From an optimization exercise on the open Yosys and OpenROAD flow, aimed at small area and a short achievable clock period; shortcuts taken in it are not production practice. Function was checked by simulation only, so behaviour that the tests miss may differ from the original. Power is estimated from default activity; no workload was simulated.

Setup of pepper:
## fp32_fma
module fp32_fma (
    input  logic    clk,
    input  logic    rst_n,
    input  logic    in_valid,
    input  fma_pkg::fp32_t   a,
    input  fma_pkg::fp32_t   b,
    input  fma_pkg::fp32_t   c,
    input  fma_pkg::rmode_t  rm,
    output logic    out_valid,
    output fma_pkg::fp32_t   result,
    output fma_pkg::fflags_t flags
);
clock: 10.5 ns
lec_check: 0
cap_margin: 20
core_margin: 2
core_utilization: 60
cts_buf_list: sky130_fd_sc_hd__clkbuf_4 sky130_fd_sc_hd__clkbuf_8
place_density: 0.72
setup_slack_margin: 5
slew_margin: 20
run.sh (not shown) runs the stock make flow with config.mk's settings and CLKGATE_MAP_FILE= SYNTH_SCRIPT=/design/flow/synth_recipe.tcl, a recipe that flattens the netlist after the stock synthesis.
For sierra, these inputs were changed with respect to pepper:
# pepper
export LEC_CHECK = 0
export CAP_MARGIN = 20
export CORE_MARGIN = 2
export CORE_UTILIZATION = 60
export CTS_BUF_LIST = sky130_fd_sc_hd__clkbuf_4 sky130_fd_sc_hd__clkbuf_8
export PLACE_DENSITY = 0.72
export SETUP_SLACK_MARGIN = 5
export SLEW_MARGIN = 20
create_clock -name core_clock -period 10.5 [get_ports {clk}]
# sierra
export LEC_CHECK = 0
export CAP_MARGIN = 20
export CORE_MARGIN = 2
export CORE_UTILIZATION = 70
export CTS_BUF_LIST = sky130_fd_sc_hd__clkbuf_4 sky130_fd_sc_hd__clkbuf_8
export PLACE_DENSITY = 0.8
export SETUP_SLACK_MARGIN = 5
export SLEW_MARGIN = 20
create_clock -name core_clock -period 10.5 [get_ports {clk}]
### Flow results
- sierra: full flow OK, the timing, design-rule and antenna checks passed
- Proportion of cell area occupied by registers: pepper vs sierra, no meaningful difference
- Compared to pepper, sierra has fraction of power consumed by combinational cells 0.2 points higher.
- Diff pepper -> sierra | number of clock buffers in the layout | increase of 2
- sierra ended up with a higher post-layout utilization of the core than pepper did.
- Any difference in multi-input logic area between pepper and sierra is small enough to ignore.
- Non-clock buffer count | sierra below pepper
- Diff pepper -> sierra: die outline width shrank by 7.3%; post-CTS setup buffer count shrank by 1.

========
fp32_fma, a different RTL version from the one above (not shown whole).
Size: ~4,500 cells after synthesis, ~430 flip-flops, ~140 I/O pins.
==> flow/design.v (excerpt) <==
module fp32_fma (
    input  logic    clk,
    input  logic    rst_n,
    input  logic    in_valid,
    input  fma_pkg::fp32_t   a,
    input  fma_pkg::fp32_t   b,
    input  fma_pkg::fp32_t   c,
    input  fma_pkg::rmode_t  rm,
    output logic    out_valid,
    output fma_pkg::fp32_t   result,
    output fma_pkg::fflags_t flags
);
Settings: LEC_CHECK=0, CAP_MARGIN=50, CORE_MARGIN=2, CORE_UTILIZATION=60, PLACE_DENSITY=0.72, SETUP_SLACK_MARGIN=5, SLEW_MARGIN=60; clock period 10.5 ns.
The starting point produced a clean layout.
Then changed:
Settings changed: CAP_MARGIN 50 to 20, SLEW_MARGIN 60 to 20.
=>
- worst setup slack improves by 9.5 ps
- global-route usage hardly moves
- non-clock buffer count decreases by 3
- clock power hardly moves
Then changed:
==> flow/flow/run.sh (new file) <==
#!/bin/bash
set -euo pipefail
bash standard.sh SETUP_SLACK_MARGIN=6 finish > flow_make.log 2>&1
==> flow/standard.sh (new file) <==
#!/bin/bash
# synth_recipe.tcl (not shown) runs the flow's synth.tcl, then flattens the netlist and writes it again
# the make line also repeats each setting of config.mk as NAME=value (left out here)
make -C /OpenROAD-flow-scripts/flow DESIGN_CONFIG=/design/flow/config.mk WORK_HOME=/design/flow/orfs CLKGATE_MAP_FILE= SYNTH_SCRIPT=/design/flow/synth_recipe.tcl "${@:-finish}"
Settings changed: CTS_BUF_LIST from default to sky130_fd_sc_hd__clkbuf_4 sky130_fd_sc_hd__clkbuf_8.
removed: flow/run.sh
Wire length came out higher by 12%.
Design area came out higher by 7.1%.
Sequential cell count is unchanged.
Setup slack is better by 310 ps.
Die area is unchanged.
Total power came out higher by 5.7%.
Fmax came out higher by 6.0%.
Synthesized cell count is unchanged.
Worst hold slack is worse by 18 ps.
Via count came out higher by 5.5%.

-- separate check: timing with driven ports --
In the flow no input, the clock included, has a driving cell. The finished layouts below were timed again as built, in two steps.
Step 1, drivers: a clkbuf_16 drives clk and a buf_2 each remaining input, both assumed.
Step 2 moves the port delays by t, midway between the first and last clock arrival at a register: inputs arrive t later, outputs are due t later. That takes back most of the time a late clock gives input paths.
Slacks: ideal ports / drivers / drivers and shift; pairs: ideal ports / drivers.
run | t, ns | setup WS [ns] | worst slew at a driven data input, ns
pepper | 0.742 | 5.072 / 5.006 / 5.095 | 0.05
sierra | 0.746 | 4.973 / 4.906 / 5.014 | 0.05
the first run of note 2 | 0.674 | 5.041 / 4.972 / 5.300 | 0.05
the second run of note 2 | 0.672 | 5.051 / 4.981 / 5.100 | 0.04
the third run of note 2 | 0.754 | 5.360 / 5.297 / 5.466 | 0.05
After both steps setup and hold are still met in every run listed.
